Background: an optimization exercise with open tools, aiming at small area, a short achievable clock period and few clock cycles. Do not read the settings as production practice. Function was checked by simulation only, so behaviour that the tests miss may differ from the original. Power is estimated from default activity; no workload was simulated.

[design/flow/design.v]
package core_pkg;
    localparam int XLEN       = 32;
    localparam int REG_ADDR_W = 5;
    localparam logic [4:0] OPC_LUI    = 5'b01101;
    localparam logic [4:0] OPC_AUIPC  = 5'b00101;
    localparam logic [4:0] OPC_JAL    = 5'b11011;
    localparam logic [4:0] OPC_JALR   = 5'b11001;
    localparam logic [4:0] OPC_BRANCH = 5'b11000;
    localparam logic [4:0] OPC_LOAD   = 5'b00000;
    localparam logic [4:0] OPC_STORE  = 5'b01000;
    localparam logic [4:0] OPC_IMM    = 5'b00100;
    localparam logic [4:0] OPC_REG    = 5'b01100;
endpackage
module alu (
    input  logic [31:0] a,
    input  logic [31:0] b,
    input  logic        cin,
    input  logic        sra,
    input  logic        s_add, s_sll, s_slt, s_sltu, s_xor, s_sr, s_or, s_and,
    output logic [31:0] sum,
    output logic [31:0] result
);
    logic [32:0] sum33;
    logic        lt, ltu;
    logic [31:0] sh, sh_rev;
    assign sum33 = {1'b0, a} + {1'b0, b} + {32'd0, cin};
    assign sum   = sum33[31:0];
    assign ltu   = !sum33[32];
    assign lt    = (a[31] == b[31]) ? a[31] : sum33[31];
    assign sh = 32'($signed({sra & a[31], a}) >>> b[4:0]);
    always_comb begin
        for (int i = 0; i < 32; i++) sh_rev[i] = sh[31-i];
    end
    assign result = ({32{s_add}}  & sum) |
                    ({32{s_sll}}  & sh_rev) |
                    ({32{s_slt}}  & {31'd0, lt}) |
                    ({32{s_sltu}} & {31'd0, ltu}) |
                    ({32{s_xor}}  & (a ^ b)) |
                    ({32{s_sr}}   & sh) |
                    ({32{s_or}}   & (a | b)) |
                    ({32{s_and}}  & (a & b));
endmodule
module reg_file (
    input  logic        clk,
    input  logic [31:1] sel1,
    input  logic [31:1] sel2,
    input  logic [4:0]  rd,
    input  logic        we,
    input  logic [31:0] wdata,
    output logic [31:0] rs1_data,
    output logic [31:0] rs2_data
);
    logic [31:0] regs [1:31];
    always_ff @(posedge clk) begin
        if (we && rd != 5'd0) begin
            regs[rd] <= wdata;
        end
    end
    always_comb begin
        rs1_data = '0;
        rs2_data = '0;
        for (int i = 1; i < 32; i++) begin
            rs1_data = rs1_data | (regs[i] & {32{sel1[i]}});
            rs2_data = rs2_data | (regs[i] & {32{sel2[i]}});
        end
    end
endmodule
import core_pkg::*;
module riscv_core #(
    parameter int                          ADDR_WIDTH = 20,
    parameter logic [core_pkg::XLEN-1:0]   RESET_PC   = '0
) (
    input  logic                      clk,
    input  logic                      rst,
    output logic [ADDR_WIDTH-1:0]     paddr,
    output logic                      psel,
    output logic                      penable,
    output logic                      pwrite,
    output logic [core_pkg::XLEN-1:0] pwdata,
    output logic [3:0]                pstrb,
    input  logic [core_pkg::XLEN-1:0] prdata,
    input  logic                      pready
);
    localparam logic [1:0] E_EMPTY = 2'd0;
    localparam logic [1:0] E_EXEC  = 2'd1;
    localparam logic [1:0] E_MEM   = 2'd2;
    logic [19:2] addr_q;        
    logic        addr1_q;       
    logic        bus_fetch;     
    logic        fetch_ok;      
    logic [31:0] ir;            
    logic        ir_v;
    logic [19:1] pc;            
    logic [31:1] sel1, sel2;    
    logic [1:0]  e_st;
    logic [31:0] op_a, op_b;    
    logic [4:0]  e_rd;
    logic        e_cin, e_sra;
    logic        e_add, e_sll, e_slt, e_sltu, e_xor, e_sr, e_or, e_and;
    logic        e_link;        
    logic        e_wb;          
    logic        e_jalr;
    logic        e_mem;         
    logic        e_store;
    logic        e_br;          
    logic        e_bne;
    logic [1:0]  e_size;        
    logic [1:0]  e_off;         
    logic        w_alu;         
    logic        w_ld;          
    logic [31:0] res_q;
    logic bus_free, fetch_done, data_done;
    assign bus_free   = !psel || (penable && pready);
    assign fetch_done = penable && pready && bus_fetch;
    assign data_done  = penable && pready && !bus_fetch;
    logic [19:1] inc_in, inc_out;
    assign inc_in  = (penable && bus_fetch) ? {addr_q, addr1_q} : pc;
    assign inc_out = inc_in + 19'd2;
    logic [4:0]  opc;
    logic [2:0]  f3;
    logic [4:0]  rs1, rs2, rd;
    logic [31:0] i_imm, s_imm, u_imm;
    logic [19:1] b_off, j_off, tgt;
    logic        is_lui, is_auipc, is_jal, is_jalr, is_br, is_load, is_store;
    logic        is_imm, is_reg, is_beq, is_bne, ld_ok, is_alu, d_sub, d_sll;
    assign opc = ir[6:2];
    assign f3  = ir[14:12];
    assign rd  = ir[11:7];
    assign rs1 = ir[19:15];
    assign rs2 = ir[24:20];
    assign is_lui   = (opc == OPC_LUI);
    assign is_auipc = (opc == OPC_AUIPC);
    assign is_jal   = (opc == OPC_JAL);
    assign is_jalr  = (opc == OPC_JALR);
    assign is_br    = (opc == OPC_BRANCH);
    assign is_load  = (opc == OPC_LOAD);
    assign is_store = (opc == OPC_STORE);
    assign is_imm   = (opc == OPC_IMM);
    assign is_reg   = (opc == OPC_REG);
    assign is_beq   = is_br && (f3 == 3'b000);
    assign is_bne   = is_br && (f3 == 3'b001);
    assign ld_ok    = !f3[2];
    assign is_alu   = is_imm || is_reg;
    assign d_sub    = is_alu && ((f3 == 3'b000 && is_reg && ir[30]) || f3[2:1] == 2'b01);
    assign d_sll    = is_alu && (f3 == 3'b001);
    assign i_imm = {{20{ir[31]}}, ir[31:20]};
    assign s_imm = {{20{ir[31]}}, ir[31:25], ir[11:7]};
    assign u_imm = {ir[31:12], 12'd0};
    assign b_off = {{8{ir[31]}}, ir[7], ir[30:25], ir[11:8]};
    assign j_off = {ir[19:12], ir[20], ir[30:21]};
    assign tgt   = pc + (is_jal ? j_off : b_off);
    logic [31:0] rs1_raw, rs2_raw, rs1_val, rs2_val, wdata, alu_sum, alu_res, ld_data;
    logic        byp1, byp2;
    reg_file u_reg_file (
        .clk(clk), .sel1(sel1), .sel2(sel2), .rd(e_rd),
        .we(w_alu || w_ld), .wdata(wdata),
        .rs1_data(rs1_raw), .rs2_data(rs2_raw)
    );
    assign byp1    = w_alu && (rs1 == e_rd);
    assign byp2    = w_alu && (rs2 == e_rd);
    assign rs1_val = byp1 ? res_q : rs1_raw;
    assign rs2_val = byp2 ? res_q : rs2_raw;
    logic hazard, d_go;
    logic [31:0] rs1_rev;
    always_comb begin
        for (int i = 0; i < 32; i++) rs1_rev[i] = rs1_val[31-i];
    end
    assign hazard = w_ld && (rs1 == e_rd || rs2 == e_rd);
    assign d_go   = ir_v && (e_st == E_EMPTY) && !hazard && !(is_jal && psel);
    alu u_alu (
        .a(op_a), .b(op_b), .cin(e_cin), .sra(e_sra),
        .s_add(e_add), .s_sll(e_sll), .s_slt(e_slt), .s_sltu(e_sltu),
        .s_xor(e_xor), .s_sr(e_sr), .s_or(e_or), .s_and(e_and),
        .sum(alu_sum), .result(alu_res)
    );
    logic kill;
    assign kill = (e_st == E_EXEC) && e_br && ((op_b == 32'd0) != e_bne);
    logic [31:0] ld_shift;
    assign ld_shift = op_b >> {e_off, 3'b000};
    always_comb begin
        case (e_size)
            2'b00:   ld_data = {{24{ld_shift[7]}}, ld_shift[7:0]};
            2'b01:   ld_data = {{16{ld_shift[15]}}, ld_shift[15:0]};
            default: ld_data = op_b;
        endcase
    end
    assign wdata = w_ld ? ld_data : res_q;
    logic start_data, start_jalr, start_br, start_redir, start_seq;
    logic in_ctrl, fetch_go;
    assign start_data  = (e_st == E_EXEC) && e_mem && bus_free;
    assign start_jalr  = (e_st == E_EXEC) && e_jalr && bus_free;
    assign start_br    = d_go && is_jal;
    assign start_redir = kill && bus_free;
    assign in_ctrl  = prdata[6:4] == 3'b110 && prdata[2];
    assign fetch_go = fetch_done ? !in_ctrl : fetch_ok;
    assign start_seq = bus_free && fetch_go && !(e_st == E_EXEC && e_mem) &&
                       !(fetch_done && d_go && ((is_load && ld_ok) || is_store)) &&
                       !start_br && !start_jalr && !kill;
    logic [3:0] st_mask;
    always_comb begin
        case (e_size)
            2'b00:   st_mask = 4'b0001 << alu_sum[1:0];
            2'b01:   st_mask = alu_sum[1] ? 4'b1100 : 4'b0011;
            default: st_mask = 4'b1111;
        endcase
    end
    assign paddr = {addr_q, 2'b00};
    always_ff @(posedge clk) begin
        if (!rst) begin
            psel      <= 1'b0;
            penable   <= 1'b0;
            bus_fetch <= 1'b1;
            fetch_ok  <= 1'b1;
        end else begin
            if (psel && !penable) begin
                penable <= 1'b1;
            end else if (bus_free) begin
                psel    <= start_data || start_jalr || start_br || start_redir || start_seq;
                penable <= 1'b0;
            end
            if (bus_free) begin
                bus_fetch <= !start_data;
            end
            if (fetch_done && !kill) begin
                fetch_ok <= !in_ctrl;
            end
        end
    end
    always_ff @(posedge clk) begin
        if (start_data) begin
            addr_q  <= alu_sum[19:2];
            pwrite  <= e_store;
            pstrb   <= e_store ? st_mask : 4'b0000;
        end else if (start_jalr) begin
            {addr_q, addr1_q} <= alu_sum[19:1];
            pwrite  <= 1'b0;
            pstrb   <= 4'b0000;
        end else if (start_br) begin
            {addr_q, addr1_q} <= tgt;
            pwrite  <= 1'b0;
            pstrb   <= 4'b0000;
        end else if (start_redir) begin
            {addr_q, addr1_q} <= op_a[19:1];
            pwrite  <= 1'b0;
            pstrb   <= 4'b0000;
        end else if (start_seq) begin
            {addr_q, addr1_q} <= inc_out;
            pwrite  <= 1'b0;
            pstrb   <= 4'b0000;
        end
    end
    always_ff @(posedge clk) begin
        if (!rst) begin
            ir_v  <= 1'b0;
            e_st  <= E_EMPTY;
            w_alu <= 1'b0;
            w_ld  <= 1'b0;
            pc    <= 19'h7FFFE;     
        end else begin
            if (fetch_done && !kill) begin
                ir_v <= 1'b1;
                pc   <= {addr_q, addr1_q};
            end else if (d_go || kill) begin
                ir_v <= 1'b0;
            end
            w_alu <= (e_st == E_EXEC) && e_wb && !e_mem;
            w_ld  <= (e_st == E_MEM) && data_done && !e_store && e_wb;
            case (e_st)
                E_EXEC: begin
                    if (e_mem) begin
                        if (bus_free) e_st <= E_MEM;
                    end else if (e_jalr || kill) begin
                        if (bus_free) e_st <= E_EMPTY;
                    end else begin
                        e_st <= E_EMPTY;
                    end
                end
                E_MEM: begin
                    if (data_done) e_st <= E_EMPTY;
                end
                default: e_st <= E_EMPTY;
            endcase
            if (d_go && ((is_load && ld_ok) || is_store || is_jal || is_jalr || is_beq || is_bne ||
                         is_lui || is_auipc || is_alu)) begin
                e_st <= E_EXEC;
            end
        end
    end
    always_ff @(posedge clk) begin
        if (fetch_done && !kill) begin
            ir <= prdata;
            for (int i = 1; i < 32; i++) begin
                sel1[i] <= (prdata[19:15] == 5'(i));
                sel2[i] <= (prdata[24:20] == 5'(i));
            end
        end
        if ((e_st == E_EXEC) && e_wb && !e_mem) begin
            res_q <= e_link ? {12'd0, inc_out, 1'b0} : alu_res;
        end
        if (d_go) begin
            op_a    <= is_lui ? 32'd0 :
                       (is_auipc || is_br) ? {12'd0, is_br ? tgt : pc, 1'b0} :
                       d_sll ? rs1_rev : rs1_val;
            op_b    <= is_br ? rs1_val ^ rs2_val :
                       is_reg ? (d_sub ? ~rs2_val : rs2_val) :
                       is_imm ? (d_sub ? ~i_imm : i_imm) :
                       is_store ? s_imm :
                       (is_lui || is_auipc) ? u_imm : i_imm;
            e_rd    <= rd;
            e_cin   <= d_sub;
            e_sra   <= ir[30];
            e_add   <= !is_alu || f3 == 3'b000;
            e_sll   <= d_sll;
            e_slt   <= is_alu && f3 == 3'b010;
            e_sltu  <= is_alu && f3 == 3'b011;
            e_xor   <= is_alu && f3 == 3'b100;
            e_sr    <= is_alu && f3 == 3'b101;
            e_or    <= is_alu && f3 == 3'b110;
            e_and   <= is_alu && f3 == 3'b111;
            e_wb    <= (is_lui || is_auipc || is_alu || is_jal || is_jalr || is_load) && rd != 5'd0;
            e_link  <= is_jal || is_jalr;
            e_jalr  <= is_jalr;
            e_mem   <= is_load || is_store;
            e_store <= is_store;
            e_br    <= is_beq || is_bne;
            e_bne   <= is_bne;
            e_size  <= f3[1:0];
            pwdata  <= (f3[1:0] == 2'b00) ? {4{rs2_val[7:0]}} :
                       (f3[1:0] == 2'b01) ? {2{rs2_val[15:0]}} : rs2_val;
        end else if (data_done && !e_store) begin
            op_b <= prdata;
        end
        if (start_data) begin
            e_off <= alu_sum[1:0];
        end
    end
endmodule
[design/flow/run.sh]
#!/bin/bash
# synth_recipe.tcl (not shown) runs the flow's synth.tcl, then flattens the netlist and writes it again
# the make line also repeats each setting of config.mk as NAME=value (left out here)
make -C /OpenROAD-flow-scripts/flow DESIGN_CONFIG=/design/flow/config.mk WORK_HOME=/design/flow/orfs CLKGATE_MAP_FILE= SYNTH_SCRIPT=/design/flow/synth_recipe.tcl finish
[design/flow/config.mk]
export PLATFORM = sky130hd
export DESIGN_NAME = riscv_core
export DESIGN_NICKNAME = riscv_core
export VERILOG_FILES = /design/flow/design.v
export SDC_FILE = /design/flow/constraint.sdc
export NUM_CORES = 4
export LEC_CHECK = 0
export CAP_MARGIN = 20
export CORE_MARGIN = 2
export CORE_UTILIZATION = 40
export SETUP_SLACK_MARGIN = 5
export SLEW_MARGIN = 20
[design/flow/constraint.sdc]
create_clock -name core_clock -period 10.0 [get_ports {clk}]
set_input_delay 2.0000 -clock core_clock [delete_from_list [all_inputs] [get_ports {clk}]]
set_output_delay 2.0000 -clock core_clock [all_outputs]
set_load 0.01 [all_outputs]
==> results.txt, run 1 <==
area grow syn2layout=14.0%; DP Worst Slack=around 5.0 ns; total negative slack=0 ns; Max Clock Skew=0.0772 ns; worst min-delay path class=reg2reg; CTS clk-pin slew, worst paths=0.06 ns; startpoint types=flop; Leakage Power=23.6 nW; number of port buffers=91; RSZ-0062 raised after global routing=false; Synth Warn #=3; R2R Path End=op_a[14]; async set-reset flop share out of synthesis=0%; die area=160000 sq um; DR pass1 iterations=12; final hold vios=0; Critical Path RT=between 10 and 15 ns; Starting Density=40.2%; top_reg_cell synth=edfxtp_1; status=no timing/DRC/antenna violations; CTS hold repair buffers=0; critical path arrival=5.13 ns; Clock Latency Late Sink=0.82 ns; CTS buffer count=139; Cells after Synth=4956; R2R Path Start=e_rd[0]; Total Nets Final=a little over 5000; postcts setup bufs=0; worst path cell trace=xnor2_1 -> nand3_1 -> or3_2 -> a31oi_1 -> nand2_1 -> a21oi_1 -> a21oi_1 -> o21ai_1; hold depth=2; highest-delay cell along the critical path=or3_2; Die Width=400 microns; final setup fails=0; reg2reg setup slack=5.53 ns; met1 WL=about 100 mm; post-synth cell types=88; CTS tree=done; met3 WL=roughly 50 mm; multi-input gate area in the final layout=22900 sq um; worst setup margin=5.53 ns; Core ar.=156000 sq um; routed wire length per instance=43.2 microns; Slew Limit Fails=0; routed wl met2=130 mm; Critical Path End Type=flop; synthesis-stage register bit count=1290; # Max-Cap Violations=0; Cells after DPL=6957; residual DRC count=0; FF/Latch Area=around 38000 sq um; antenna violations before repair=10; die span in y=400 microns; Pwr Density=around 170 nW/um^2; Avg Inst Size Synth=12.7 sq um; first-pass GRT wire length=414 mm; drt via density=7.53; hold_sp=ir_v; slew margin rel.=12.7%; largest net degree at the start of global routing=76; vias in the first global route=~50000; WHS Endpoint=ir_v; Mapped Area=between 60000 and 70000 sq um; GRT Util Overall=between 30 and 40%; share of cells above drive strength 1=approximately an eighth; Iteration-0 DRC Markers=about 12000; FP Rows=145; Fillers=13800; drt total wl=between 300 and 400 mm; maximum clock rate=0.224 GHz; grt ovf=0; crit-path most repeated cell=a21oi_1; total power=0.0123 W; Root Buffer=clkbuf_16; Post-synth EDFFs=roughly 1300; maximum root-to-sink buffer count=3; post-route insts no fill=7219; commonest non-fill, non-tap cell in the layout=edfxtp_1; ANT nets after route=0; worst reg2reg path depth=8; maximum fanout along the worst path=45; DR vias=54300; min Tclk post-route=4.47 ns; Tightest Pin Transition=1.30 ns; H-tree Lvls=4; slowest stage delay, CP=1.10 ns; global placer's final weighted congestion=1.03; VDD IR-drop max=180 uV; I/O pin cnt=between 90 and 100; most frequent cells in the layout=1262 x edfxtp_1, 506 x a22oi_1, 370 x nand2_1, 262 x nor2_1, 244 x a221oi_1; fin crit share=44.7%; CP Class=reg2reg; Resized cells post-CTS=0; Seq/Total Area, Yosys=61.3%; CTS sink count=about 1300; detailed-placement wirelength estimate=183 mm; uppermost layer routed=met5
power breakdown:
part | total (W) | switching (W) | leakage (nW) | internal, W
clock network | 0.00527 | 0.00233 | 2.22 | 0.00294
registers | 0.00606 | 0.000119 | 11.6 | 0.00594
logic | 0.000943 | 0.000632 | 9.80 | 0.000312
critical path, delay by kind of cell, from the launching register on:
kind	cells	cell delay, ns
XOR/XNOR	1	0.23
AO/OA/AOI/OAI	4	1.71
AND/OR/NAND/NOR	3	1.83
flip-flops	1	0.51
metal layers:
layer	vias to the layer above	global-route usage, %
met5	-	0.212
met4	10	28.0
met3	1697	15.2
met2	5975	55.0
met1	26300	45.1
li1	20300	-
registers in the layout, indices dropped and copies added, names as in the netlist, 4 cells and up:
register and flops:
u_reg_file.regs 992, op_a 32, op_b 32, pwdata 32, res_q 32, sel1 31, sel2 31, ir 30
pc 19, addr_q 18, e_rd 5, pstrb 4
worst max path at each step:
stage	from	to	slack (ns)	cells after the start
6_report	e_rd[0]	op_a[14]	5.53	8
3_3_place_gp	pready	pstrb[0]	5.07	6
5_1_grt	ir[5]	addr_q[19]	5.31	15
2_1_floorplan	e_rd[2]	op_b[1]	5.32	10
4_1_cts	e_rd[0]	pstrb[3]	5.44	7
3_5_place_dp	pready	pstrb[3]	5.01	6
through the flow:
stage                     utilization (%)  hold WS, ns  area (sq um)
final                                45.8        0.460         71500
after global routing                 45.8        0.488         71500
after CTS                            45.8        0.459         71400
after detailed placement             42.8        0.451         66800
after global placement               42.8        0.465         66800
after floorplan                         -        0.421         62700
cell families after synthesis:
group	count (synthesis)	synth area share [%]
AOI/OAI and AO/OA	1674	20.3
xor gates and xnor gates	131	1.84
adders and majority gates	86	1.75
buffers and inverters	468	2.96
DFF	1290	61.3
muxes	152	3.07
other	1	0.00598
and+or+nand+nor	1154	8.72
cells in the mapped netlist, drive strengths merged (76+ instances only):
cell type / number / area [sq um]
nand2: 371 / 1390
inv: 100 / 375
a221oi: 244 / 2140
nand3: 108 / 546
a22o: 212 / 1860
edfxtp: 1262 / 37900
clkbuf: 281 / 1050
ha: 83 / 1040
o21ai: 152 / 761
a22oi: 506 / 3800
buf: 85 / 422
nand4: 126 / 788
nor2: 291 / 1090
mux2i: 91 / 911
nor3: 76 / 390
a21oi: 212 / 1190
xor2: 77 / 674
cell type report:
cell class	instances	share of cell area [%]
clock inverter	82	1.35
inverter	102	0.539
clock buffer	171	5.08
antenna	8	0.0280
timing repair buffer	309	3.57
multi-input combinational	3199	32.1
sequential	1290	53.8
tap	2058	3.60
Testbench counts, summed over its fixed seeds: cycles 106,772.
==> inputs of run 2 (changes only) <==
==> design/flow/flow/run.sh (new file) <==
#!/bin/bash
# Standard layout, with timing repair aimed at a tighter period than the
# constraint's 10 ns (slack margin 6.5 ns). Full tool output goes to make.log.
set -euo pipefail
bash standard.sh finish SETUP_SLACK_MARGIN=6.5 > make.log 2>&1
==> design/flow/standard.sh (new file) <==
#!/bin/bash
# synth_recipe.tcl (not shown) runs the flow's synth.tcl, then flattens the netlist and writes it again
# the make line also repeats each setting of config.mk as NAME=value (left out here)
make -C /OpenROAD-flow-scripts/flow DESIGN_CONFIG=/design/flow/config.mk WORK_HOME=/design/flow/orfs CLKGATE_MAP_FILE= SYNTH_SCRIPT=/design/flow/synth_recipe.tcl "${@:-finish}"
--- a/design/flow/config.mk
+++ b/design/flow/config.mk
@@ -9,4 +9,3 @@
 export CORE_MARGIN = 2
 export CORE_UTILIZATION = 40
-export SETUP_SLACK_MARGIN = 5
 export SLEW_MARGIN = 20
removed: design/flow/run.sh
==> results.txt, run 2 <==
most frequent cells in the layout=1262 x edfxtp_1, 506 x a22oi_1, 367 x nand2_1, 260 x buf_4, 255 x nor2_1; synth top area cells=edfxtp_1 60%, a22oi_1 6.1%, a221oi_1 3.4%, a22o_1 3.0%, nand2_1 2.2%; synthesis-stage register bit count=roughly 1300; Synth Warn #=3; share of cells above drive strength 1=between 10% and 20%; maximum root-to-sink buffer count=3; sequential share of power=48.4%; worst reg2reg path depth=9; Pwr Density=roughly 170 nW/um^2; routed wl met2=128 mm; # Max-Cap Violations=0; total negative slack=0 ns; sw frac=25.2%; fin crit share=37.7%; Fillers=13900; grt ovf=0; Starting Density=40.2%; status=no timing/DRC/antenna violations; post-synth cell types=88; vias in the first global route=50200; largest net degree at the start of global routing=74; CTS clk-pin slew, worst paths=0.07 ns; detailed-placement wirelength estimate=181 mm; Max Clock Skew=around 0.060 ns; min Tclk post-route=3.77 ns; worst min-delay path class=reg2reg; VDD IR-drop max=around 170 uV; I/O pin cnt=94; reg2reg setup slack=between 6 and 7 ns; Die Width=400 microns; H-tree Lvls=4; antenna violations before repair=9; slew margin rel.=25.4%; R2R Path Start=sel1[18]; commonest non-fill, non-tap cell in the layout=edfxtp_1; clock group share of total power=between 40 and 50%; CTS buffer count=140; routed wire length per instance=42.6 microns; Cells after DPL=6947; ANT nets after route=0; highest-delay cell along the critical path=a31oi_1; Core ar.=156000 sq um; Iteration-0 DRC Markers=12100; maximum clock rate=0.265 GHz; Tightest Pin Transition=between 1 and 1.5 ns; CTS tree=done; Slew Limit Fails=0; first-pass GRT wire length=413 mm; final hold vios=0; CP startpoint=sel1[18]; RSZ-0062 raised after global routing=true; post-route insts no fill=7289; final setup fails=0; maximum fanout along the worst path=18; met3 WL=51.0 mm; Post-synth EDFFs=1262; drt total wl=310 mm; number of port buffers=91; drt via density=approximately 7.5; Seq/Total Area, Yosys=61.3%; critical path arrival=4.33 ns; top_reg_cell synth=edfxtp_1; crit-path most repeated cell=buf_4; CTS hold repair buffers=0; async set-reset flop share out of synthesis=0%; net switching power=0.00313 W; logic gate share of total power=approximately 8.3%; final core occ=a little under half; Mapped Area=62700 sq um; Cells after Synth=4956; Leakage Power=~24 nW; slowest stage delay, CP=0.85 ns; post-synth top area cell=edfxtp_1; CTS sink count=1290; DR vias=54800; met1 WL=101 mm; R2R Path End=op_b[20]; Biggest register=u_reg_file.regs; count leader, synth=edfxtp_1; Critical path destination=op_b[20]; residual DRC count=0; Root Buffer=clkbuf_16; die span in y=around 400 microns; global placer's final weighted congestion=1.03; Clock Latency Late Sink=roughly 0.8 ns; Avg Inst Size Synth=12.7 sq um; FP Rows=145; Critical Path RT=10.56 ns; Total Nets Final=5232; hold slack=0.467 ns; die area=160000 sq um; Synth top area share=60.4%; top post-synthesis cells by count=1262 x edfxtp_1, 506 x a22oi_1, 371 x nand2_1; Int Power=about 0.0093 W; area grow syn2layout=16.2%; worst path cell trace=buf_4 -> buf_4 -> a22o_1 -> a221oi_1 -> and4_1 -> a31oi_1 -> xor2_1 -> nor2_1 -> o31ai_1; CP Class=reg2reg; startpoint types=flop; uppermost layer routed=met5; max reg flops=about 1000; DR pass1 iterations=11; GRT Util Overall=between 30% and 40%; Critical Path End Type=flop
==> run 2: power groups by stage <==
stage	clock (W)	combinational [W]	sequential [W]
2_1_floorplan	0	0.000498	0.00612
3_3_place_gp	0	0.000886	0.00617
3_5_place_dp	0	0.000886	0.00617
4_1_cts	0.00535	0.000963	0.00601
5_1_grt	0.00556	0.00106	0.00601
6_report	0.00537	0.00103	0.00602
==> run 2: how the worst min path moves through the flow <==
stage            from   endpoint  slack (ns)  cells after the start
2_1_floorplan  ir[12]  e_size[0]        0.42                      0
3_3_place_gp     ir_v       ir_v        0.45                      2
3_5_place_dp     ir_v       ir_v        0.46                      2
4_1_cts          ir_v       ir_v        0.47                      2
5_1_grt          ir_v       ir_v        0.49                      2
6_report         ir_v       ir_v        0.47                      2
==> run 2: kinds of logic after synthesis <==
logic type      share of synthesized area (%)
xor+xnor                                 1.84
compound gates                           20.3
flops                                    61.3
buf+inv                                  2.96
mux                                      3.07
simple gates                             8.72
fa+ha+maj                                1.75
other cells                           0.00598
==> run 2: worst max-delay path: cells and delay by family (launching register included) <==
kind                   cells  cell delay, ns
flip-flops                 1            0.32
buffers and inverters      2            1.03
AND/OR/NAND/NOR            2            0.41
AO/OA/AOI/OAI              4            1.45
XOR/XNOR                   1            0.21
==> run 2: metal layers <==
layer  vias to the layer above  global-route usage (%)
met1                     26400                    44.7
li1                      20500                       -
met2                      6081                    54.0
met4                        10                    27.6
met5                         -                       0
met3                      1786                    16.1
==> run 2: what timing repair did <==
action,4_1_cts,5_1_grt
endpoints found under the setup margin,429,342
gates cloned,2,3
setup buffers,36,38
resized for setup,186,73
endpoints found under the hold margin,0,0
pin swaps,5,20
==> run 2: area by class of cell <==
type	instances	area (sq um)	area share (%)
flip-flops and latches	1290	38500	52.8
diodes	7	17.5	0.0240
inverters	102	408	0.560
clock inverters	95	1040	1.43
well taps	2058	2570	3.53
repair buffers	376	3200	4.40
clock buffers	160	3620	4.97
multi-input cells	3201	23600	32.3
==> run 2: metrics by stage <==
stage	cell area, sq um	setup slack, ns	power, W
after floorplan	62800	6.15	0.00661
after global placement	66800	5.29	0.00706
after detailed placement	66800	5.26	0.00706
after CTS	72100	6.46	0.0123
after global routing	72900	6.36	0.0126
final	72900	6.23	0.0124
==> inputs of run 3 (changes only) <==
--- a/design/flow/design.v
+++ b/design/flow/design.v
@@ -24,5 +24,5 @@
     logic        lt, ltu;
     logic [31:0] sh, sh_rev;
-    assign sum33 = {1'b0, a} + {1'b0, b} + {32'd0, cin};
+    add_pp #(.W(32)) u_add (.a(a), .b(b), .cin(cin), .sum(sum33[31:0]), .cout(sum33[32]));
     assign sum   = sum33[31:0];
     assign ltu   = !sum33[32];
@@ -66,4 +66,33 @@
     end
 endmodule
+module add_pp #(
+    parameter int W = 32
+) (
+    input  logic [W-1:0] a,
+    input  logic [W-1:0] b,
+    input  logic         cin,
+    output logic [W-1:0] sum,
+    output logic         cout
+);
+    logic [W-1:0] p, g, pp, gg;
+    always_comb begin
+        p  = a ^ b;
+        g  = a & b;
+        gg = g;
+        pp = p;
+        gg[0] = g[0] | (p[0] & cin);
+        pp[0] = 1'b0;
+        for (int k = 0; (1 << k) < W; k++) begin
+            for (int i = 0; i < W; i++) begin
+                if ((i >> k) & 1) begin
+                    gg[i] = gg[i] | (pp[i] & gg[((i >> k) << k) - 1]);
+                    pp[i] = pp[i] & pp[((i >> k) << k) - 1];
+                end
+            end
+        end
+        sum  = p ^ {gg[W-2:0], cin};
+        cout = gg[W-1];
+    end
+endmodule
 import core_pkg::*;
 module riscv_core #(
@@ -105,4 +134,5 @@
     logic        e_br;          
     logic        e_bne;
+    logic        e_pred;        
     logic [1:0]  e_size;        
     logic [1:0]  e_off;         
@@ -116,5 +146,6 @@
     logic [19:1] inc_in, inc_out;
     assign inc_in  = (penable && bus_fetch) ? {addr_q, addr1_q} : pc;
-    assign inc_out = inc_in + 19'd2;
+    add_pp #(.W(18)) u_inc (.a(inc_in[19:2]), .b(18'd0), .cin(1'b1), .sum(inc_out[19:2]), .cout());
+    assign inc_out[1] = inc_in[1];
     logic [4:0]  opc;
     logic [2:0]  f3;
@@ -149,5 +180,5 @@
     assign b_off = {{8{ir[31]}}, ir[7], ir[30:25], ir[11:8]};
     assign j_off = {ir[19:12], ir[20], ir[30:21]};
-    assign tgt   = pc + (is_jal ? j_off : b_off);
+    add_pp #(.W(19)) u_tgt (.a(pc), .b(is_jal ? j_off : b_off), .cin(1'b0), .sum(tgt), .cout());
     logic [31:0] rs1_raw, rs2_raw, rs1_val, rs2_val, wdata, alu_sum, alu_res, ld_data;
     logic        byp1, byp2;
@@ -157,6 +188,8 @@
         .rs1_data(rs1_raw), .rs2_data(rs2_raw)
     );
-    assign byp1    = w_alu && (rs1 == e_rd);
-    assign byp2    = w_alu && (rs2 == e_rd);
+    logic [4:0] nx_rs1, nx_rs2;
+    logic       hazard_q;
+    assign nx_rs1 = (fetch_done && !kill) ? prdata[19:15] : rs1;
+    assign nx_rs2 = (fetch_done && !kill) ? prdata[24:20] : rs2;
     assign rs1_val = byp1 ? res_q : rs1_raw;
     assign rs2_val = byp2 ? res_q : rs2_raw;
@@ -166,6 +199,9 @@
         for (int i = 0; i < 32; i++) rs1_rev[i] = rs1_val[31-i];
     end
-    assign hazard = w_ld && (rs1 == e_rd || rs2 == e_rd);
-    assign d_go   = ir_v && (e_st == E_EMPTY) && !hazard && !(is_jal && psel);
+    assign hazard = hazard_q;
+    logic is_bwd, d_jump;
+    assign is_bwd = (is_beq || is_bne) && ir[31];
+    assign d_jump = is_jal || is_bwd;
+    assign d_go   = ir_v && (e_st == E_EMPTY) && !hazard && !(d_jump && psel);
     alu u_alu (
         .a(op_a), .b(op_b), .cin(e_cin), .sra(e_sra),
@@ -175,5 +211,5 @@
     );
     logic kill;
-    assign kill = (e_st == E_EXEC) && e_br && ((op_b == 32'd0) != e_bne);
+    assign kill = (e_st == E_EXEC) && e_br && (((op_b == 32'd0) != e_bne) != e_pred);
     logic [31:0] ld_shift;
     assign ld_shift = op_b >> {e_off, 3'b000};
@@ -190,7 +226,8 @@
     assign start_data  = (e_st == E_EXEC) && e_mem && bus_free;
     assign start_jalr  = (e_st == E_EXEC) && e_jalr && bus_free;
-    assign start_br    = d_go && is_jal;
+    assign start_br    = d_go && d_jump;
     assign start_redir = kill && bus_free;
-    assign in_ctrl  = prdata[6:4] == 3'b110 && prdata[2];
+    assign in_ctrl  = prdata[6:4] == 3'b110 &&
+                      (prdata[2] || (prdata[3] == 1'b0 && prdata[14:13] == 2'b00 && prdata[31]));
     assign fetch_go = fetch_done ? !in_ctrl : fetch_ok;
     assign start_seq = bus_free && fetch_go && !(e_st == E_EXEC && e_mem) &&
@@ -254,6 +291,9 @@
             ir_v  <= 1'b0;
             e_st  <= E_EMPTY;
-            w_alu <= 1'b0;
-            w_ld  <= 1'b0;
+            w_alu    <= 1'b0;
+            w_ld     <= 1'b0;
+            byp1     <= 1'b0;
+            byp2     <= 1'b0;
+            hazard_q <= 1'b0;
             pc    <= 19'h7FFFE;     
         end else begin
@@ -264,6 +304,10 @@
                 ir_v <= 1'b0;
             end
-            w_alu <= (e_st == E_EXEC) && e_wb && !e_mem;
-            w_ld  <= (e_st == E_MEM) && data_done && !e_store && e_wb;
+            w_alu    <= (e_st == E_EXEC) && e_wb && !e_mem;
+            w_ld     <= (e_st == E_MEM) && data_done && !e_store && e_wb;
+            byp1     <= (e_st == E_EXEC) && e_wb && !e_mem && (nx_rs1 == e_rd);
+            byp2     <= (e_st == E_EXEC) && e_wb && !e_mem && (nx_rs2 == e_rd);
+            hazard_q <= (e_st == E_MEM) && data_done && !e_store && e_wb &&
+                        (nx_rs1 == e_rd || nx_rs2 == e_rd);
             case (e_st)
                 E_EXEC: begin
@@ -295,10 +339,8 @@
             end
         end
-        if ((e_st == E_EXEC) && e_wb && !e_mem) begin
-            res_q <= e_link ? {12'd0, inc_out, 1'b0} : alu_res;
-        end
+        res_q <= e_link ? {12'd0, inc_out, 1'b0} : alu_res;
         if (d_go) begin
             op_a    <= is_lui ? 32'd0 :
-                       (is_auipc || is_br) ? {12'd0, is_br ? tgt : pc, 1'b0} :
+                       (is_auipc || is_br) ? {12'd0, is_bwd ? inc_out : is_br ? tgt : pc, 1'b0} :
                        d_sll ? rs1_rev : rs1_val;
             op_b    <= is_br ? rs1_val ^ rs2_val :
@@ -325,4 +367,5 @@
             e_br    <= is_beq || is_bne;
             e_bne   <= is_bne;
+            e_pred  <= is_bwd;
             e_size  <= f3[1:0];
             pwdata  <= (f3[1:0] == 2'b00) ? {4{rs2_val[7:0]}} :
==> design/flow/flow/run.sh (replaced) <==
#!/bin/bash
# Standard layout, with timing repair aimed at a tighter period than the
# constraint's 10 ns (slack margin 6.8 ns), a denser floorplan, and a clock
# tree built without dummy loads. Full tool output goes to make.log.
set -euo pipefail
bash standard.sh finish SETUP_SLACK_MARGIN=6.8 \
    "CTS_ARGS=-sink_clustering_enable -repair_clock_nets -dont_use_dummy_load" > make.log 2>&1
--- a/design/flow/config.mk
+++ b/design/flow/config.mk
@@ -8,4 +8,4 @@
 export CAP_MARGIN = 20
 export CORE_MARGIN = 2
-export CORE_UTILIZATION = 40
+export CORE_UTILIZATION = 50
 export SLEW_MARGIN = 20
==> results.txt, run 3 <==
Slew Limit Fails=0; hold depth=2; # Max-Cap Violations=0; most frequent cells in the layout=1231 x edfxtp_1, 408 x nand2_1, 352 x a22oi_1, 323 x a221oi_1, 321 x a22o_1; vias in the first global route=slightly above 50000; Leakage Power=~25 nW; RSZ-0062 raised after global routing=true; slew margin rel.=between 20% and 30%; async set-reset flop share out of synthesis=0%; ANT nets after route=0; Critical Path RT=about 11 ns; Total Nets Final=approximately 5400; FP Rows=129; status=no timing/DRC/antenna violations; number of port buffers=91; area grow syn2layout=18.7%; Root Buffer=clkbuf_16; largest net degree at the start of global routing=75; post-synth top area cell=edfxtp_1; share of cells above drive strength 1=~20%; Post-synth EDFFs=about 1200; GR Layer Usage met3=a little over a fifth; CP Depth=18; residual DRC count=0; top_reg_cell synth=edfxtp_1; Die Width=356 microns; drt via density=8.07; CTS buffer count=140; CTS tree=done; Fillers=9780; Critical Path End Type=flop; max reg flops=992; final hold vios=0; final setup fails=0; Avg Inst Size Synth=12.5 sq um; hold slack=0.501 ns; maximum root-to-sink buffer count=3; min Tclk post-route=between 3 and 4 ns; maximum clock rate=0.265 GHz; count leader, synth=edfxtp_1; VDD IR-drop max=203 uV; worst reg2reg path depth=18; commonest non-fill, non-tap cell in the layout=edfxtp_1; GR peak layer=met2; first-pass GRT wire length=420 mm; post-route design area=73500 sq um; Tightest Pin Transition=1.19 ns; global placer's final weighted congestion=0.982; synthesis-stage register bit count=1294; worst min-delay path class=reg2reg; Biggest register=u_reg_file.regs; CTS clk-pin slew, worst paths=0.06 ns; CP Class=reg2reg; total negative slack=0 ns; die area=127000 sq um; Mapped Area=61900 sq um; CTS hold repair buffers=0; Seq/Total Area, Yosys=approximately three fifths; met2 Usage GRT=between 60 and 70%; critical path arrival=about 4.4 ns; Iteration-0 DRC Markers=13200; Cells after Synth=4949; die span in y=356 microns; buffer and inverter count on the worst path=1; highest-delay cell along the critical path=fa_2; Pwr Density=163 nW/um^2; fin crit share=37.8%; met1 usage=56.5%; detailed-placement wirelength estimate=183 mm; Synth Warn #=6; Clock Latency Late Sink=0.84 ns; I/O pin cnt=94; Placed Area=65500 sq um; drt total wl=roughly 320 mm; Core ar.=between 100000 and 150000 sq um; antenna violations before repair=14; DR pass1 iterations=12; Starting Density=50.2%; slowest stage delay, CP=0.47 ns; DR vias=~56000; CTS sink count=1294; maximum fanout along the worst path=4; worst path cell trace=nand4b_1 -> inv_2 -> nand2_4 -> nand2_2 -> nand2_2 -> ha_4 -> fa_2 -> a211oi_2 -> o21bai_2 -> o41ai_4 -> a21oi_2 -> o21ai_2 -> a21oi_2 -> a21oi_2 -> fa_2 -> a211oi_2 -> a211oi_1 -> a211oi_1; crit-path leading delay family=compound AO/OA/AOI/OAI gates; grt ovf=0; top post-synthesis cells by count=1231 x edfxtp_1, 421 x nand2_1, 352 x a22oi_1; Synth top area share=59.7%; Max Clock Skew=0.0808 ns; H-tree Lvls=4; post-synth cell types=between 80 and 90; routed wire length per instance=between 40 and 50 microns; startpoint types=flop; crit-path most repeated cell=a21oi_2; GRT Util Overall=between 40% and 50%; synth top area cells=edfxtp_1 60%, a221oi_1 4.9%, a22o_1 4.5%, a22oi_1 4.3%, nand2_1 2.6%
==> run 3: cell types whose count changed in the layout (fill, tap and decap cells not counted), sizes merged, moves of 30 or more <==
| cell | before | now |
|---|---|---|
| a22o | 212 | 321 |
| edfxtp | 1262 | 1231 |
| dfxtp | 28 | 63 |
| a222oi | 64 | 2 |
| nand2 | 371 | 421 |
| nor2 | 291 | 213 |
| a21oi | 212 | 274 |
| clkinv | 65 | 0 |
| inv | 107 | 145 |
| a22oi | 506 | 352 |
| o21ai | 152 | 182 |
| buf | 285 | 472 |
| a221oi | 244 | 346 |
==> run 3: final timing paths <==
check	startpoint	endpoint	slack [ns]
max	ir[4]	op_a[17]	6.22
max reg2reg	ir[4]	op_a[17]	6.22
min reg2reg	fetch_ok	fetch_ok	0.50
min	fetch_ok	fetch_ok	0.50
==> run 3: layer usage <==
layer  wire (microns)  vias up  share of wire [%]
met5              185        -              0.058
met4            36100       12                 11
met3            54200     2037                 17
met2           128000     6504                 40
met1            99000    26600                 31
li1                 -    20600                  -
==> run 3: tightest hold or removal path: stages, from the launching register on <==
cell	delay (ns)
dfxtp_1	0.31
nand2_1	0.06
o211ai_1	0.08
==> run 3: kinds of logic (layout without fill, tap and decap cells) <==
logic type | Yosys count | count (layout) | share of synthesized area (%)
AOI/OAI and AO/OA | 1735 | 1740 | 20.8
xor gates and xnor gates | 113 | 113 | 1.60
adders and majority gates | 97 | 97 | 2.09
buffers and inverters | 511 | 812 | 3.27
DFF | 1294 | 1294 | 61.8
muxes | 126 | 126 | 2.52
other | 1 | 6 | 0.00606
and+or+nand+nor | 1072 | 1077 | 7.99
==> run 3: layout make-up <==
| class | count | area [sq um] | area share [%] |
|---|---|---|---|
| Timing Repair inverter | 6 | 41.3 | 0.0562 |
| Multi-Input combinational cell | 3155 | 24100 | 32.7 |
| Antenna cell | 4 | 10.0 | 0.0136 |
| Inverter | 148 | 602 | 0.819 |
| Tap cell | 1637 | 2050 | 2.79 |
| Timing Repair Buffer | 518 | 5000 | 6.81 |
| Sequential cell | 1294 | 38200 | 52.0 |
| Clock buffer | 140 | 3500 | 4.77 |
==> run 3: power breakdown <==
group | switching [W] | internal [W]
combinational | 0.000866 | 0.000419
clock | 0.00202 | 0.00245
sequential | 0.000108 | 0.00611
total | 0.00299 | 0.00898
==> run 3: repair_timing <==
item / CTS / global route
pin swaps: 65 / 119
resized for setup: 591 / 306
setup endpoints to repair: 1246 / 414
gates cloned: 20 / 11
buffers inserted: 98 / 102
==> run 3: metrics by stage <==
step	worst slack, ns	util [%]	power [W]	std cells
2_1_floorplan	6.14	-	0.00682	4950
3_3_place_gp	4.68	53.1	0.00732	6526
3_5_place_dp	4.66	53.2	0.00733	6526
4_1_cts	6.22	57.7	0.0118	6784
5_1_grt	6.04	59.6	0.0122	6898
6_report	6.22	59.6	0.0120	6902
Testbench counts of run 3, summed over its fixed seeds: cycles 105,220.
==> inputs of run 4 (changes only) <==
==> design/flow/flow/run.sh (replaced) <==
#!/bin/bash
# Standard layout, with timing repair aimed at a tighter period than the
# constraint's 10 ns (slack margin 6.8 ns). Full tool output goes to make.log.
set -euo pipefail
bash standard.sh finish SETUP_SLACK_MARGIN=6.8 > make.log 2>&1
--- a/design/flow/config.mk
+++ b/design/flow/config.mk
@@ -8,4 +8,4 @@
 export CAP_MARGIN = 20
 export CORE_MARGIN = 2
-export CORE_UTILIZATION = 50
+export CORE_UTILIZATION = 40
 export SLEW_MARGIN = 20
==> results.txt, run 4 <==
worst path cell trace=nand4b_1 -> inv_2 -> nand2_4 -> nand2_2 -> nand2_2 -> ha_2 -> fa_2 -> a211oi_2 -> o21bai_2 -> o41ai_4 -> a21oi_2 -> o21ai_2 -> a21oi_2 -> a21oi_2 -> fa_2 -> a211oi_2 -> a211oi_1 -> a211oi_1; Biggest register=u_reg_file.regs; Post-synth EDFFs=1231; max reg flops=roughly 990; grt ovf=0; detailed-placement wirelength estimate=182 mm; maximum clock rate=between 0.2 and 0.3 GHz; maximum fanout along the worst path=5; Synth top area share=59.7%; ANT nets after route=0; slowest stage delay, CP=0.48 ns; post-route insts no fill=roughly 7400; drt via density=roughly 7.6; number of port buffers=91; Max Clock Skew=~0.057 ns; Core ar.=154000 sq um; VDD IR-drop max=173 uV; routed wire length per instance=43.0 microns; fin crit share=37.8%; worst setup margin=6.22 ns; Critical Path RT=10.63 ns; die area=158000 sq um; post-synth top area cell=edfxtp_1; largest net degree at the start of global routing=75; final setup fails=0; top_reg_cell synth=edfxtp_1; Pwr Density=169 nW/um^2; residual DRC count=0; met1 usage=45.6%; maximum root-to-sink buffer count=3; Cells after Synth=4949; CTS sink count=1294; final hold vios=0; Starting Density=40.2%; drt total wl=319 mm; vias in the first global route=50800; min Tclk post-route=3.78 ns; CTS tree=done; RSZ-0062 raised after global routing=true; critical path arrival=about 4.4 ns; Mapped Area=between 60000 and 70000 sq um; post-route design area=about 75000 sq um; status=no timing/DRC/antenna violations; die span in y=397 microns; slew margin rel.=between 15 and 20%; DR vias=56700; synth top area cells=edfxtp_1 60%, a221oi_1 4.9%, a22o_1 4.5%, a22oi_1 4.3%, nand2_1 2.6%; GRT Util Overall=38.3%; Root Buffer=clkbuf_16; met2 Usage GRT=between 50% and 60%; Cells after DPL=6928; Die Width=397 microns; global placer's final weighted congestion=0.990; startpoint types=flop; highest-delay cell along the critical path=fa_2; DP Worst Slack=between 4 and 5 ns; worst min-delay path class=reg2reg; total negative slack=0 ns; area grow syn2layout=20.8%; Critical Path End Type=flop; CTS clk-pin slew, worst paths=about 0.070 ns; Slew Limit Fails=0; Seq/Total Area, Yosys=61.8%; CTS buffer count=137; Total Nets Final=about 5400; most frequent cells in the layout=1231 x edfxtp_1, 409 x nand2_1, 350 x a22oi_1, 335 x a221oi_1, 321 x a22o_1; async set-reset flop share out of synthesis=0%; commonest non-fill, non-tap cell in the layout=edfxtp_1; GR Layer Usage met3=17.0%; hold slack=0.484 ns; CTS hold repair buffers=0; CP Class=reg2reg; H-tree Lvls=4; DR pass1 iterations=12; Tightest Pin Transition=1.26 ns; Fillers=about 13000; GR peak layer=met2; # Max-Cap Violations=0; Clock Latency Late Sink=roughly 0.81 ns; crit-path leading delay family=compound AO/OA/AOI/OAI gates; FP Rows=144; Placed Area=66000 sq um; buffer and inverter count on the worst path=1; antenna violations before repair=13; Iteration-0 DRC Markers=approximately 13000; Leakage Power=25.2 nW; count leader, synth=edfxtp_1; synthesis-stage register bit count=1294; first-pass GRT wire length=418 mm; I/O pin cnt=94; Avg Inst Size Synth=12.5 sq um; top post-synthesis cells by count=1231 x edfxtp_1, 421 x nand2_1, 352 x a22oi_1; post-synth cell types=81; Synth Warn #=6; share of cells above drive strength 1=between 20% and 30%; crit-path most repeated cell=a21oi_2
==> run 4: path summary, 6_finish.rpt <==
kind                            startpoint       end  slack, ns  cells after the start
worst max-delay path                 ir[4]  op_a[17]       6.22                     18
worst min-delay path                  ir_v      ir_v       0.48                      2
worst max register to register       ir[4]  op_a[17]       6.22                     18
worst min register to register        ir_v      ir_v       0.48                      2
==> run 4: final cells by class <==
| cell class | count | area [sq um] | share of cell area [%] |
|---|---|---|---|
| Timing Repair Buffer | 508 | 4660 | 6.24 |
| Clock buffer | 168 | 3630 | 4.85 |
| Antenna cell | 12 | 30.0 | 0.0402 |
| Inverter | 148 | 611 | 0.817 |
| Timing Repair inverter | 4 | 31.3 | 0.0418 |
| Sequential cell | 1294 | 38200 | 51.2 |
| Multi-Input combinational cell | 3168 | 24200 | 32.3 |
| Clock inverter | 79 | 813 | 1.09 |
| Tap cell | 2044 | 2560 | 3.42 |
==> run 4: per-layer routing <==
layer	vias to the layer above	wire length, microns
met5	-	534
met4	30	32500
met1	27300	102000
met3	2097	55900
li1	20700	-
met2	6601	128000
==> run 4: worst register-to-register path: cells and delay by family, from the launching register on <==
family / cells / cell delay, ns
AOI/OAI and AO/OA: 10 / 1.59
adders and majority gates: 3 / 1.01
buffers and inverters: 1 / 0.14
DFF: 1 / 0.40
and+or+nand+nor: 4 / 0.46
==> run 4: stage by stage <==
stage	util, %	power [W]
after floorplan	-	0.00682
after global placement	42.9	0.00732
after detailed placement	42.9	0.00733
after CTS	47.2	0.0124
after global routing	48.6	0.0129
final	48.6	0.0126
==> run 4: timing repair <==
item                        CTS  global route
pin swaps                    68           118
setup endpoints to repair  1200           895
buffers inserted            111            87
cloned                       17            22
gates resized for setup     587           250
==> run 4: cells by family after synthesis <==
kind of cell,count (synthesis),synth area share [%]
AO/OA/AOI/OAI,1735,20.8
XOR/XNOR,113,1.60
adder cells (fa/ha/maj),97,2.09
buffers and inverters,511,3.27
flip-flops,1294,61.8
multiplexers,126,2.52
other,1,0.00606
AND/OR/NAND/NOR,1072,7.99
==> run 4: power by group <==
group / internal (W) / switching, W
clock network: 0.00283 / 0.00231
logic: 0.000417 / 0.000887
registers: 0.00611 / 0.0000960
==> inputs of run 5 (changes only) <==
--- a/design/flow/design.v
+++ b/design/flow/design.v
@@ -122,4 +122,5 @@
     logic [19:1] pc;            
     logic [31:1] sel1, sel2;    
+    logic        jal_q, bwd_q;  
     logic [1:0]  e_st;
     logic [31:0] op_a, op_b;    
@@ -162,5 +163,5 @@
     assign is_lui   = (opc == OPC_LUI);
     assign is_auipc = (opc == OPC_AUIPC);
-    assign is_jal   = (opc == OPC_JAL);
+    assign is_jal   = jal_q;
     assign is_jalr  = (opc == OPC_JALR);
     assign is_br    = (opc == OPC_BRANCH);
@@ -201,5 +202,5 @@
     assign hazard = hazard_q;
     logic is_bwd, d_jump;
-    assign is_bwd = (is_beq || is_bne) && ir[31];
+    assign is_bwd = bwd_q;
     assign d_jump = is_jal || is_bwd;
     assign d_go   = ir_v && (e_st == E_EMPTY) && !hazard && !(d_jump && psel);
@@ -334,4 +335,6 @@
         if (fetch_done && !kill) begin
             ir <= prdata;
+            jal_q <= (prdata[6:2] == OPC_JAL);
+            bwd_q <= (prdata[6:2] == OPC_BRANCH) && (prdata[14:13] == 2'b00) && prdata[31];
             for (int i = 1; i < 32; i++) begin
                 sel1[i] <= (prdata[19:15] == 5'(i));
==> design/flow/flow/run.sh (replaced) <==
#!/bin/bash
# Standard layout, with timing repair aimed at a tighter period than the
# constraint's 10 ns (slack margin 6.8 ns), a clock tree built without dummy
# loads, and adders left to ABC instead of mapped onto full-adder cells.
# Full tool output goes to make.log.
set -euo pipefail
bash standard.sh finish SETUP_SLACK_MARGIN=6.8 ADDER_MAP_FILE= \
    "CTS_ARGS=-sink_clustering_enable -repair_clock_nets -dont_use_dummy_load" > make.log 2>&1
==> results.txt, run 5 <==
area grow syn2layout=19.3%; VDD IR-drop max=between 150 and 200 uV; Slew Limit Fails=0; Synth Warn #=6; maximum root-to-sink buffer count=3; Iteration-0 DRC Markers=13300; Tightest Pin Transition=~1.2 ns; synth top area cells=edfxtp_1 59%, a221oi_1 4.8%, a22o_1 4.5%, a22oi_1 4.0%, a21oi_1 2.8%; Max Clock Skew=0.0906 ns; count leader, synth=edfxtp_1; die span in y=399 microns; final hold vios=0; synthesis-stage register bit count=1296; final core occ=48.1%; largest net degree at the start of global routing=69; maximum clock rate=0.291 GHz; R2R Path End=op_a[3]; ANT nets after route=0; RSZ-0062 raised after global routing=true; CTS tree=done; GRT Util Overall=a little under two fifths; commonest non-fill, non-tap cell in the layout=edfxtp_1; Seq/Total Area, Yosys=61.5%; main combinational cell family by area after synthesis=compound AO/OA/AOI/OAI gates; vias in the first global route=between 50000 and 60000; Critical Path RT=10.57 ns; Pwr Density=between 150 and 200 nW/um^2; I/O pin cnt=94; worst min-delay path class=reg2reg; post-synth top area cell=edfxtp_1; reg2reg setup slack=6.57 ns; detailed-placement wirelength estimate=176 mm; simple-gate portion of the synthesized area=8.65%; Post-synth EDFFs=about 1200; CP startpoint=sel1[10]; most frequent cells in the layout=1233 x edfxtp_1, 388 x nand2_1, 331 x a22oi_1, 322 x a22o_1, 320 x a221oi_1; CTS sink count=1296; Critical path destination=op_a[3]; status=no timing/DRC/antenna violations; Leakage Power=between 20 and 25 nW; post-synthesis adder-cell area fraction=0.438%; min Tclk post-route=3.43 ns; antenna violations before repair=11; residual DRC count=0; worst reg2reg path depth=9; # Max-Cap Violations=0; slew margin rel.=19.6%; compound-cell area share of the yosys netlist=20.7%; CTS clk-pin slew, worst paths=0.05 ns; top post-synthesis cells by count=1233 x edfxtp_1, 397 x nand2_1, 355 x clkbuf_1; CTS hold repair buffers=0; Critical Path End Type=flop; CP Class=reg2reg; async set-reset flop share out of synthesis=0%; fin crit share=34.3%; DR pass1 iterations=10; maximum fanout along the worst path=24; R2R Path Start=sel1[10]; Synth top area share=59.5%; Total Nets Final=5382; H-tree Lvls=4; max reg flops=992; drt via density=7.58; grt ovf=0; startpoint types=flop; global placer's final weighted congestion=0.973; total negative slack=0 ns; top_reg_cell synth=edfxtp_1; first-pass GRT wire length=412 mm; die area=between 150000 and 200000 sq um; Synth Area in XOR/XNOR=2.83%; number of port buffers=91; post-synthesis mux area share=2.66%; post-synth cell types=79; CTS buffer count=139; Mapped Area=62300 sq um; FP Rows=144; Core ar.=154000 sq um; Biggest register=u_reg_file.regs; Avg Inst Size Synth=about 12 sq um; Root Buffer=clkbuf_16; share of cells above drive strength 1=20.0%; drt total wl=311 mm; Cells after Synth=5114; critical path arrival=roughly 4.0 ns; final setup fails=0; Die Width=399 microns; Clock Latency Late Sink=about 0.8 ns; DR vias=56100; routed wire length per instance=roughly 42 microns; Starting Density=between 40% and 50%
run 5: cell types whose count changed after synthesis, sizes merged, moves of 20 or more:
cell    previous run  this run
a21oi            271       353
nand2b            14        39
clkbuf           267       355
nor3              88       108
o32a              24         0
nand3            106       137
nor2             213       240
maj3               0        26
xnor2             30       105
o22ai             10        42
nand2            421       397
ha                86         0
inv              148        70
run 5: repair_timing:
item	4_1_cts	5_1_grt
pin swaps	54	109
setup buffers	123	102
gates cloned	12	8
setup endpoints to repair	568	910
gates resized for setup	573	299
run 5: kinds of logic (layout without fill, tap and decap cells):
group / count (synthesis) / after routing
AO/OA/AOI/OAI: 1783 / 1784
XOR/XNOR: 200 / 200
adder cells (fa/ha/maj): 26 / 26
buffers and inverters: 518 / 745
flip-flops: 1296 / 1296
multiplexers: 136 / 136
other: 1 / 11
AND/OR/NAND/NOR: 1154 / 1156
run 5: critical path: stages, from the launching register on:
cell and delay, ns:
edfxtp_1 0.33, buf_4 0.20, buf_4 0.67, a22o_1 0.30, a221oi_1 0.06, nand4_1 0.16, nor3_2 0.10, a21oi_1 0.69
mux2i_1 0.36, a211oi_1 0.31
run 5: area by class of cell:
class	instances	area (sq um)
well taps	2044	2560
inverters	71	310
fillers	13400	80100
multi-input cells	3304	24500
diodes	9	22.5
repair inverters	2	17.5
clock buffers	139	3480
repair buffers	533	5130
flip-flops and latches	1296	38300
run 5: how the worst min path moves through the flow:
stage	from	endpoint	slack [ns]	depth (start not counted)
2_1_floorplan	ir[12]	e_size[0]	0.42	0
3_3_place_gp	fetch_ok	fetch_ok	0.48	2
6_report	fetch_ok	fetch_ok	0.49	2
4_1_cts	fetch_ok	fetch_ok	0.48	2
3_5_place_dp	fetch_ok	fetch_ok	0.47	2
5_1_grt	ir[7]	e_rd[0]	0.52	0
run 5: where the power goes:
group	internal (W)	switching, W
combinational	0.000475	0.00100
sequential	0.00615	0.0000936
clock	0.00243	0.00204
run 5: per-stage QoR:
step	cells	worst slack (ns)	hold slack (ns)	total power (W)	instance area (sq um)
2_1_floorplan	5115	6.61	0.424	0.00697	62400
3_3_place_gp	7003	4.42	0.475	0.00753	66000
3_5_place_dp	7004	4.44	0.471	0.00754	66000
4_1_cts	7278	6.60	0.484	0.0120	71900
5_1_grt	7389	6.58	0.521	0.0124	74300
6_report	7398	6.57	0.486	0.0122	74300
run 5: per-layer routing:
layer | track usage (%) | part of all wire [%] | routed length [microns]
met5 | 0 | 0.030 | 94
met4 | 28.2 | 10 | 31900
met3 | 16.3 | 17 | 53100
met2 | 53.5 | 41 | 126000
met1 | 44.7 | 32 | 100000
Testbench counts of run 5, summed over its fixed seeds: cycles 105,220.
==> inputs of run 6 (changes only) <==
==> design/flow/flow/run.sh (replaced) <==
#!/bin/bash
# Standard layout, with timing repair aimed at a tighter period than the
# constraint's 10 ns (slack margin 6.8 ns), a clock tree with larger sink
# clusters (30 flip-flops per leaf buffer) built without dummy loads, and
# adders left to ABC instead of mapped onto full-adder cells.
# Full tool output goes to make.log.
set -euo pipefail
bash standard.sh finish SETUP_SLACK_MARGIN=6.8 ADDER_MAP_FILE= \
    "CTS_ARGS=-sink_clustering_enable -repair_clock_nets -dont_use_dummy_load -sink_clustering_size 30 -sink_clustering_max_diameter 80" > make.log 2>&1
==> results.txt, run 6 <==
largest net degree at the start of global routing=70; Int Power=0.00788 W; Pwr Density=roughly 150 nW/um^2; sw frac=between 20% and 30%; critical path arrival=3.92 ns; async set-reset flop share out of synthesis=0%; synth top area cells=edfxtp_1 59%, a221oi_1 4.8%, a22o_1 4.5%, a22oi_1 4.0%, a21oi_1 2.8%; Synth top area share=slightly below 60%; Max Clock Skew=around 0.16 ns; clock group share of total power=28.3%; RSZ-0062 raised after global routing=true; DP Worst Slack=4.44 ns; Cells after Synth=between 5000 and 6000; final hold vios=0; antenna violations before repair=13; maximum fanout along the worst path=4; ANT nets after route=0; first-pass GRT wire length=approximately 410 mm; Placed Area=66000 sq um; top_reg_cell synth=edfxtp_1; post-route design area=72400 sq um; total negative slack=0 ns; Biggest register=u_reg_file.regs; share of cells above drive strength 1=19.0%; Post-synth EDFFs=between 1000 and 1500; crit-path most repeated cell=maj3_2; post-synth top area cell=edfxtp_1; VDD IR-drop max=193 uV; Avg Inst Size Synth=~12 sq um; Synth Warn #=6; worst setup margin=roughly 6.6 ns; maximum clock rate=0.292 GHz; CTS sink count=1296; net switching power=0.00286 W; slew margin rel.=23.0%; Critical Path RT=10.50 ns; status=no timing/DRC/antenna violations; post-synth cell types=79; Critical Path End Type=flop; sequential share of power=58.0%; most frequent cells in the layout=1233 x edfxtp_1, 390 x nand2_1, 331 x a22oi_1, 324 x buf_4, 322 x a22o_1; area grow syn2layout=16.2%; maximum root-to-sink buffer count=3; count leader, synth=edfxtp_1; highest-delay cell along the critical path=edfxtp_1; slowest stage delay, CP=~0.52 ns; startpoint types=flop; Core ar.=154000 sq um; Clock Latency Late Sink=~0.77 ns; die area=159000 sq um; Seq/Total Area, Yosys=about three fifths; number of port buffers=91; fin crit share=34.2%; crit-path leading delay family=adder cells; GRT Util Overall=between 30% and 40%; routed wire length per instance=approximately 42 microns; drt via density=7.54; logic gate share of total power=13.7%; Tightest Pin Transition=around 1.2 ns; final core occ=46.9%; Root Buffer=clkbuf_16; top post-synthesis cells by count=1233 x edfxtp_1, 397 x nand2_1, 355 x clkbuf_1; buffer and inverter count on the worst path=2; I/O pin cnt=94; max reg flops=between 900 and 1000; FP Rows=between 100 and 150; hold slack=roughly 0.47 ns; worst path cell trace=o211ai_2 -> and4_4 -> nand2_2 -> o211ai_4 -> buf_6 -> o21bai_4 -> maj3_2 -> maj3_2 -> maj3_2 -> buf_4 -> nor2_1 -> o21ai_1 -> a41oi_2; Leakage Power=23.7 nW; final setup fails=0; drt total wl=310 mm; worst min-delay path class=reg2reg; CP Class=reg2reg; # Max-Cap Violations=0; DR pass1 iterations=13; detailed-placement wirelength estimate=176 mm; Starting Density=between 40% and 50%; residual DRC count=0; grt ovf=0; global placer's final weighted congestion=approximately 0.97; CTS buffer count=71; Slew Limit Fails=0; H-tree Lvls=3; Total Nets Final=between 5000 and 6000; Iteration-0 DRC Markers=13100; vias in the first global route=about 50000; die span in y=399 microns; DR vias=around 55000; synthesis-stage register bit count=1296; CTS clk-pin slew, worst paths=approximately 0.11 ns; min Tclk post-route=between 3 and 4 ns; CTS tree=done; Die Width=around 400 microns; Mapped Area=62300 sq um; commonest non-fill, non-tap cell in the layout=edfxtp_1
-- run 6: cell count changes in the layout (fill, tap and decap cells not counted), moves of 4 or more --
cell and change:
a21oi_2 +6, a21oi_4 -4, buf_12 -10, buf_4 +14, clkbuf_16 -66, nor4_2 +4
o21ai_0 +6, o21ai_1 -4
-- run 6: routing by layer --
layer | GRT usage, % | wire (microns) | up-vias
met5 | 0 | 186 | -
met4 | 27.6 | 32200 | 12
met3 | 15.3 | 51700 | 1892
met2 | 53.2 | 126000 | 6028
met1 | 45.1 | 100000 | 26600
li1 | - | - | 20700
-- run 6: power groups by stage --
| stage | logic [W] | registers (W) | clock network (W) |
|---|---|---|---|
| after floorplan | 0.000640 | 0.00633 | 0 |
| after global placement | 0.00113 | 0.00640 | 0 |
| after detailed placement | 0.00114 | 0.00640 | 0 |
| after CTS | 0.00129 | 0.00623 | 0.00301 |
| after global routing | 0.00149 | 0.00624 | 0.00318 |
| final | 0.00147 | 0.00623 | 0.00304 |
-- run 6: logic make-up after synthesis --
logic type      after synthesis  synth area share, %
simple gates               1154                 8.65
compound gates             1783                 20.7
buf+inv                     518                 3.25
other cells                   1              0.00602
fa+ha+maj                    26                0.438
mux                         136                 2.66
flops                      1296                 61.5
xor+xnor                    200                 2.83
-- run 6: worst paths after layout --
path                               from         to  slack [ns]  cells after the start
worst max register to register  op_a[8]  res_q[19]        6.58                     13
worst max-delay path            op_a[8]  res_q[19]        6.58                     13
worst min register to register    ir[7]    e_rd[0]        0.47                      0
worst min-delay path              ir[7]    e_rd[0]        0.47                      0
-- run 6: stage by stage --
stage               std cells  total power, W
floorplan                5115         0.00697
global placement         7003         0.00753
detailed placement       7004         0.00754
CTS                      7230          0.0105
global route             7325          0.0109
finish                   7331          0.0107
-- run 6: cell type report --
| type | count | area (sq um) |
|---|---|---|
| sequential | 1296 | 38300 |
| tap | 2044 | 2560 |
| timing repair buffer | 537 | 5010 |
| inverter | 71 | 302 |
| clock buffer | 71 | 1780 |
| timing repair inverter | 1 | 8.76 |
| multi-input combinational | 3305 | 24400 |
| antenna | 6 | 15.0 |
| fill | 13600 | 82000 |
-- run 6: what timing repair did --
| item | CTS | global route |
|---|---|---|
| endpoints found under the setup margin | 594 | 816 |
| gates cloned | 9 | 10 |
| gates resized for setup | 576 | 251 |
| pin swaps | 65 | 100 |
| hold buffers | 0 | 0 |
| hold endpoints to repair | 0 | 0 |
| buffers inserted | 146 | 84 |
==> inputs of run 7 (changes only) <==
==> design/flow/flow/run.sh (replaced) <==
#!/bin/bash
# Standard layout, with timing repair aimed at a tighter period than the
# constraint's 10 ns (slack margin 7.0 ns), a clock tree with larger sink
# clusters (30 flip-flops per leaf buffer) built without dummy loads, and
# adders left to ABC instead of mapped onto full-adder cells.
# Full tool output goes to make.log.
set -euo pipefail
bash standard.sh finish SETUP_SLACK_MARGIN=7.0 ADDER_MAP_FILE= \
    "CTS_ARGS=-sink_clustering_enable -repair_clock_nets -dont_use_dummy_load -sink_clustering_size 30 -sink_clustering_max_diameter 80" > make.log 2>&1
==> results.txt, run 7 <==
Clock Latency Late Sink=0.77 ns; CP Class=reg2reg; top post-synthesis cells by count=1233 x edfxtp_1, 397 x nand2_1, 355 x clkbuf_1; worst path cell trace=buf_4 -> and2_1 -> a211o_1 -> o21bai_2 -> maj3_2 -> maj3_2 -> maj3_2 -> nor3b_1 -> o21ai_1 -> a41oi_2; FP Rows=about 140; maximum fanout along the worst path=4; async set-reset flop share out of synthesis=0%; CTS sink count=1296; crit-path most repeated cell=maj3_2; detailed-placement wirelength estimate=178 mm; Critical Path End Type=flop; count leader, synth=edfxtp_1; synth top area cells=edfxtp_1 59%, a221oi_1 4.8%, a22o_1 4.5%, a22oi_1 4.0%, a21oi_1 2.8%; Synth Warn #=6; GRT Util Overall=38.6%; grt ovf=0; routed wire length per instance=43.0 microns; maximum clock rate=0.293 GHz; fin crit share=34.2%; Cells after DPL=7011; Iteration-0 DRC Markers=13700; main combinational cell family by area after synthesis=compound AO/OA/AOI/OAI gates; Synth Area in XOR/XNOR=2.83%; H-tree Lvls=3; R2R Path Start=op_a[14]; Core ar.=154000 sq um; worst setup margin=6.58 ns; drt total wl=326 mm; compound-cell area share of the yosys netlist=20.7%; largest net degree at the start of global routing=70; commonest non-fill, non-tap cell in the layout=edfxtp_1; Slew Limit Fails=0; residual DRC count=0; die area=roughly 160000 sq um; top_reg_cell synth=edfxtp_1; final setup fails=0; startpoint types=flop; Synth top area share=59.5%; status=no timing/DRC/antenna violations; maximum root-to-sink buffer count=3; Critical path destination=res_q[19]; Mapped Area=62300 sq um; DP Worst Slack=4.07 ns; post-synth cell types=between 70 and 80; critical path arrival=3.87 ns; CP Depth=10; met2 Usage GRT=54.7%; first-pass GRT wire length=424 mm; GR Layer Usage met3=16.2%; buffer and inverter count on the worst path=1; global placer's final weighted congestion=between 0.9 and 1; DR pass1 iterations=9; slowest stage delay, CP=0.54 ns; Starting Density=40.3%; Post-synth EDFFs=1233; CTS tree=done; Tightest Pin Transition=1.13 ns; drt via density=between 7 and 8; reg2reg setup slack=6.58 ns; share of cells above drive strength 1=25.7%; Root Buffer=clkbuf_16; Seq/Total Area, Yosys=approximately three fifths; post-synthesis adder-cell area fraction=0.438%; worst min-delay path class=reg2reg; simple-gate portion of the synthesized area=8.65%; Pwr Density=about 140 nW/um^2; # Max-Cap Violations=0; VDD IR-drop max=137 uV; CP startpoint=op_a[14]; total negative slack=0 ns; crit-path leading delay family=adder cells
run 7: cell counts after synthesis:
Identical to the previous run, type by type.
run 7: power breakdown:
part	switching, W	leakage, nW	internal, W
Combinational	0.00109	13.4	0.000553
Sequential	0.0000883	11.5	0.00614
Clock	0.00181	0.900	0.00130
Total	0.00298	25.8	0.00800
run 7: tightest hold or removal path, cell delays in order, from the launching register on:
cell and delay [ns]:
dfxtp_1 0.32, nand2_1 0.06, nand3_1 0.07
run 7: logic make-up (layout without fill, tap and decap cells):
logic type	count (synthesis)	after routing
AOI/OAI and AO/OA	1783	1785
DFF	1296	1296
and+or+nand+nor	1154	1158
buffers and inverters	518	909
xor gates and xnor gates	200	200
muxes	136	136
adders and majority gates	26	26
other	1	14
run 7: worst min path at each step:
stage / start / end / slack (ns) / depth (start not counted)
global placement: ir[7] / e_rd[0] / 0.49 / 0
finish: fetch_ok / fetch_ok / 0.49 / 2
floorplan: ir[12] / e_size[0] / 0.42 / 0
global route: fetch_ok / fetch_ok / 0.52 / 2
detailed placement: fetch_ok / fetch_ok / 0.49 / 2
CTS: fetch_ok / fetch_ok / 0.50 / 2
run 7: cell type report:
class	instances	area (sq um)
fill	13200	77400
sequential	1296	38300
multi-input combinational	3307	25800
timing repair buffer	760	8170
tap	2044	2560
clock buffer	73	1830
inverter	71	312
timing repair inverter	5	36.3
antenna	12	30.0
run 7: through the flow:
step                      total power (W)  hold WS, ns  utilization [%]  area, sq um
after floorplan                   0.00698        0.424                -        62500
after global placement            0.00754        0.488             42.8        66100
after detailed placement          0.00755        0.494             42.8        66100
after CTS                          0.0107        0.505             47.0        72500
after global routing               0.0111        0.516             49.9        77000
final                              0.0110        0.494             49.9        77100
run 7: layer usage:
metal  routed length (microns)  part of all wire (%)
met2                    130000                    40
met1                    103000                    32
met5                       334                  0.10
met3                     57000                    17
met4                     34800                    11
run 7: what timing repair did:
| action | 4_1_cts | 5_1_grt |
|---|---|---|
| pin swaps | 111 | 244 |
| buffers inserted | 199 | 234 |
| endpoints found under the setup margin | 1259 | 760 |
| endpoints found under the hold margin | 0 | 0 |
| resized for setup | 854 | 451 |
| gates cloned | 24 | 15 |

Check on run 7: ideal ports give 6.582 ns setup slack; a clkbuf_16 on the clock port and buf_2 on the inputs give 6.577 ns; moving port delays by the midpoint clock arrival (0.782 ns) as well gives 6.183 ns.
